Source: an optimization exercise on an open RTL-to-GDS flow (aim: small area, a short achievable clock period and few clock cycles per item). Production flows keep margins and buffers that such runs may drop.
The RTL was checked by simulation tests, not by an equivalence proof against the original design.
No activity file was given, so power comes from the tool's default toggle rates.

==> flow/design.v (excerpt) <==
module exec_stage (
    input  logic                  clk,
    input  logic                  reset,
    input  logic [w_oper-1:0]     oper,
    input  logic [w_func-1:0]     func,
    input  logic [data_width-1:0] source_a,
    input  logic [data_width-1:0] source_b,
    input  logic [4:0]            cp0_addr,
    input  logic                  cp0_write,
    output logic [data_width-1:0] result,
    output logic                  ov,
    output logic                  busy,
    output logic                  timer_irq
);
==> module mulalu, before the edit <==
module mulalu (
    input  logic                  clk,
    input  logic                  reset,
    input  logic [w_oper-1:0]     oper,
    input  logic [w_func-1:0]     func,
    input  logic [data_width-1:0] source_a,
    input  logic [data_width-1:0] source_b,
    output logic                  busy,
    output logic [data_width-1:0] hi,
    output logic [data_width-1:0] lo
);
    localparam logic [2:0] st_idle   = 3'd0;
    localparam logic [2:0] st_pre    = 3'd1;
    localparam logic [2:0] st_run    = 3'd2;
    localparam logic [2:0] st_posthi = 3'd3;
    localparam logic [2:0] st_postlo = 3'd4;
    logic [2:0]            state;
    logic [5:0]            pos;       
    logic                  is_div;
    logic                  sgn;
    logic                  neg_a;
    logic                  neg_b;
    logic                  op_sub;
    logic [data_width-1:0] b;
    logic                  start;
    logic                  is_md;
    logic                  s_sgn;
    logic                  negate;
    logic                  e;
    logic [35:0]           bx;
    logic [35:0]           x;
    logic [35:0]           y0;
    logic [35:0]           y1;
    logic [35:0]           cs_s;
    logic [35:0]           cs_c;
    logic                  c0;
    logic [35:0]           s;
    logic                  q;
    logic [35:0]           cmp;
    logic                  skip;
    logic [5:0]            pos_next;
    logic [data_width-1:0] step_hi;
    logic [data_width-1:0] step_lo;
    logic [data_width-1:0] skip_hi;
    logic [data_width-1:0] skip_lo;
    assign busy  = (state != st_idle);
    assign is_md = (func == func_mul) || (func == func_div);
    assign start = is_md && !busy;
    assign s_sgn = (oper != oper_aluu);
    assign negate = (state == st_pre) || (state == st_posthi) || (state == st_postlo);
    assign e      = sgn & hi[data_width-1];
    assign bx     = {{4{sgn & b[data_width-1]}}, b};
    always_comb begin
        if (state == st_pre || state == st_postlo) begin
            x = ~{4'h0, lo};
        end else if (state == st_posthi) begin
            x = ~{4'h0, hi};
        end else if (is_div) begin
            x = {3'b000, hi, lo[data_width-1]};
        end else begin
            x = {{4{e}}, hi};
        end
    end
    assign y0 = negate ? '0 : ((bx & {36{is_div | lo[0]}}) ^ {36{op_sub}});
    assign y1 = (negate | is_div) ? '0 : (({bx[34:0], 1'b0} & {36{lo[1]}}) ^ {36{op_sub}});
    assign c0 = negate | op_sub;
    assign cs_s = x ^ y0 ^ y1;
    assign cs_c = {(x[34:0] & y0[34:0]) | (x[34:0] & y1[34:0]) | (y0[34:0] & y1[34:0]),
                   op_sub & ~negate & ~is_div};
    bk_adder #(.W(36)) u_add (.x(cs_s), .y(cs_c), .cin(c0), .s(s));
    assign q = ~s[35];
    always_comb begin
        if (is_div) begin
            step_hi = q ? s[data_width-1:0] : x[data_width-1:0];
            step_lo = {lo[data_width-2:0], q};
        end else begin
            step_hi = s[data_width+1:2];
            step_lo = {s[1:0], lo[data_width-1:2]};
        end
    end
    bk_adder #(.W(36)) u_cmp (.x({4'h0, hi[23:0], lo[data_width-1:24]}), .y(bx ^ {36{op_sub}}), .cin(op_sub), .s(cmp));
    always_comb begin
        if (is_div) begin
            skip    = (hi[data_width-1:24] == '0) && cmp[35];
            skip_hi = {hi[23:0], lo[data_width-1:24]};
            skip_lo = {lo[23:0], 8'h00};
        end else begin
            skip    = (lo[7:0] == '0);
            skip_hi = {{8{e}}, hi[data_width-1:8]};
            skip_lo = {hi[7:0], lo[data_width-1:8]};
        end
        skip = skip && (pos[5:3] != 3'd0);
    end
    assign pos_next = pos - (skip ? 6'd8 : is_div ? 6'd1 : 6'd2);
    always_ff @(posedge clk) begin
        if (reset) begin
            state <= st_idle;
        end else begin
            case (state)
                st_idle:   if (start) state <= (s_sgn & source_a[data_width-1]) ? st_pre : st_run;
                st_pre:    state <= st_run;
                st_run:    if (pos_next == 6'd0) state <= (is_div & neg_a) ? st_posthi :
                                                         (is_div & (neg_a ^ neg_b)) ? st_postlo : st_idle;
                st_posthi: state <= (neg_a ^ neg_b) ? st_postlo : st_idle;
                default:   state <= st_idle;
            endcase
        end
    end
    always_ff @(posedge clk) begin
        if (start) begin
            is_div <= (func == func_div);
            sgn    <= s_sgn;
            neg_a  <= s_sgn & source_a[data_width-1];
            neg_b  <= s_sgn & source_b[data_width-1];
            op_sub <= (func == func_div) ? ~(s_sgn & source_b[data_width-1]) :
                                           (s_sgn & source_a[data_width-1]);
            b      <= source_b;
            pos    <= 6'd32;
        end else if (state == st_run) begin
            pos <= pos_next;
        end
    end
    always_ff @(posedge clk) begin
        if (reset) begin
            hi <= '0;
            lo <= '0;
        end else begin
            case (state)
                st_idle: begin
                    if (start) begin
                        hi <= '0;
                        lo <= source_a;
                    end else begin
                        if (oper == oper_mthi) hi <= source_a;
                        if (oper == oper_mtlo) lo <= source_a;
                    end
                end
                st_pre, st_postlo: lo <= s[data_width-1:0];
                st_posthi:         hi <= s[data_width-1:0];
                st_run: begin
                    hi <= skip ? skip_hi : step_hi;
                    lo <= skip ? skip_lo : step_lo;
                end
                default: ;
            endcase
        end
    end
endmodule
Settings: LEC_CHECK=0, ABC_AREA=1, CAP_MARGIN=20, CORE_MARGIN=2, CORE_UTILIZATION=40, SETUP_SLACK_MARGIN=1.0, SLEW_MARGIN=20; clock period 7.0 ns.
standard.sh (not shown) runs the stock make flow with config.mk's settings and CLKGATE_MAP_FILE= SYNTH_SCRIPT=/design/flow/synth_recipe.tcl, a recipe that flattens the netlist after the stock synthesis.
==> flow/flow/run.sh <==
#!/bin/bash
# The standard layout, with buf_4 port buffers (instead of a delay cell) and
# resizing not limited to the cell's own footprint. make's full output is in make.log.
set -euo pipefail
bash standard.sh "BUFFER_PORTS_ARGS=-buffer_cell sky130_fd_sc_hd__buf_4" MATCH_CELL_FOOTPRINT=0 finish > make.log 2>&1
Testbench counts at the start, summed over its fixed seeds: cycles 21,169, instructions 12,000.
Next try:
--- a/flow/design.v
+++ b/flow/design.v
@@ -176,6 +176,13 @@
     logic [35:0]           x;
     logic [35:0]           y0;
     logic [35:0]           y1;
+    logic [35:0]           y2;
+    logic [35:0]           y3;
+    logic [35:0]           cs1_s;
+    logic [35:0]           cs1_c;
+    logic [35:0]           cs2_s;
+    logic [35:0]           cs2_c;
+    logic                  mul_sub;
     logic [35:0]           cs_s;
     logic [35:0]           cs_c;
     logic                  c0;
@@ -208,10 +215,16 @@
     end
     assign y0 = negate ? '0 : ((bx & {36{is_div | lo[0]}}) ^ {36{op_sub}});
     assign y1 = (negate | is_div) ? '0 : (({bx[34:0], 1'b0} & {36{lo[1]}}) ^ {36{op_sub}});
+    assign y2 = (negate | is_div) ? '0 : (({bx[33:0], 2'b00} & {36{lo[2]}}) ^ {36{op_sub}});
+    assign y3 = (negate | is_div) ? '0 : (({bx[32:0], 3'b000} & {36{lo[3]}}) ^ {36{op_sub}});
     assign c0 = negate | op_sub;
-    assign cs_s = x ^ y0 ^ y1;
-    assign cs_c = {(x[34:0] & y0[34:0]) | (x[34:0] & y1[34:0]) | (y0[34:0] & y1[34:0]),
-                   op_sub & ~negate & ~is_div};
+    assign mul_sub = op_sub & ~negate & ~is_div;
+    assign cs1_s = y0 ^ y1 ^ y2;
+    assign cs1_c = {(y0[34:0] & y1[34:0]) | (y0[34:0] & y2[34:0]) | (y1[34:0] & y2[34:0]), mul_sub};
+    assign cs2_s = cs1_s ^ cs1_c ^ y3;
+    assign cs2_c = {(cs1_s[34:0] & cs1_c[34:0]) | (cs1_s[34:0] & y3[34:0]) | (cs1_c[34:0] & y3[34:0]), mul_sub};
+    assign cs_s  = x ^ cs2_s ^ cs2_c;
+    assign cs_c  = {(x[34:0] & cs2_s[34:0]) | (x[34:0] & cs2_c[34:0]) | (cs2_s[34:0] & cs2_c[34:0]), mul_sub};
     bk_adder #(.W(36)) u_add (.x(cs_s), .y(cs_c), .cin(c0), .s(s));
     assign q = ~s[35];
     always_comb begin
@@ -219,8 +232,8 @@
             step_hi = q ? s[data_width-1:0] : x[data_width-1:0];
             step_lo = {lo[data_width-2:0], q};
         end else begin
-            step_hi = s[data_width+1:2];
-            step_lo = {s[1:0], lo[data_width-1:2]};
+            step_hi = s[data_width+3:4];
+            step_lo = {s[3:0], lo[data_width-1:4]};
         end
     end
     bk_adder #(.W(36)) u_cmp (.x({4'h0, hi[23:0], lo[data_width-1:24]}), .y(bx ^ {36{op_sub}}), .cin(op_sub), .s(cmp));
@@ -236,7 +249,7 @@
         end
         skip = skip && (pos[5:3] != 3'd0);
     end
-    assign pos_next = pos - (skip ? 6'd8 : is_div ? 6'd1 : 6'd2);
+    assign pos_next = pos - (skip ? 6'd8 : is_div ? 6'd1 : 6'd4);
     always_ff @(posedge clk) begin
         if (reset) begin
             state <= st_idle;
After rerunning:
- wire length rises by 9.2%
- sequential share of layout area falls by 2.1 points
- fmax falls by 5.0%
- core utilization rises by 0.88 points
- total power rises by about 36%
- hold slack got worse by 0.018 ns
- synthesized cell count rises by 7.6%
- critical path depth rises by 8
- flip-flop and latch count is unchanged
- cell area rises by about 11%
- die area rises by about 9%
- via count rises by about 8%
- register-to-register slack got worse by 0.23 ns
- global-route usage falls by 0.37 points
Testbench counts after the change, summed over its fixed seeds: cycles 18,800, instructions 12,000.

==> afterwards: timing with drivers on the ports <==
The flow's constraints put no driver on any port. The routed layouts listed below were extracted and timed again, unchanged, in two steps.
Step 1 sets driving cells, clkbuf_16 on the clock port and buf_2 on the other inputs (assumed; they add their load-dependent delay and slew).
Step 2 times the ports against the registers' clock, not the clock port: input delays grow and output delays shrink by t, the midpoint of the rising clock arrivals with the driver on.
a / b / c = ideal / step 1 / step 2; a / b = the first two.
| run | t (ns) | slack for setup (ns) | worst setup path after step 2 | worst data-port slew with drivers (ns) |
|---|---|---|---|---|
| the first run | 0.654 | 0.976 / 0.830 / 0.830 | input to output | 0.21 |
| the second run | 0.669 | 0.661 / 0.522 / 0.522 | input to output | 0.19 |
After both steps every run listed still meets setup and hold. For the first run, which loses most, drivers alone change the setup slack by -0.146 ns; drivers and shift together by -0.146 ns.
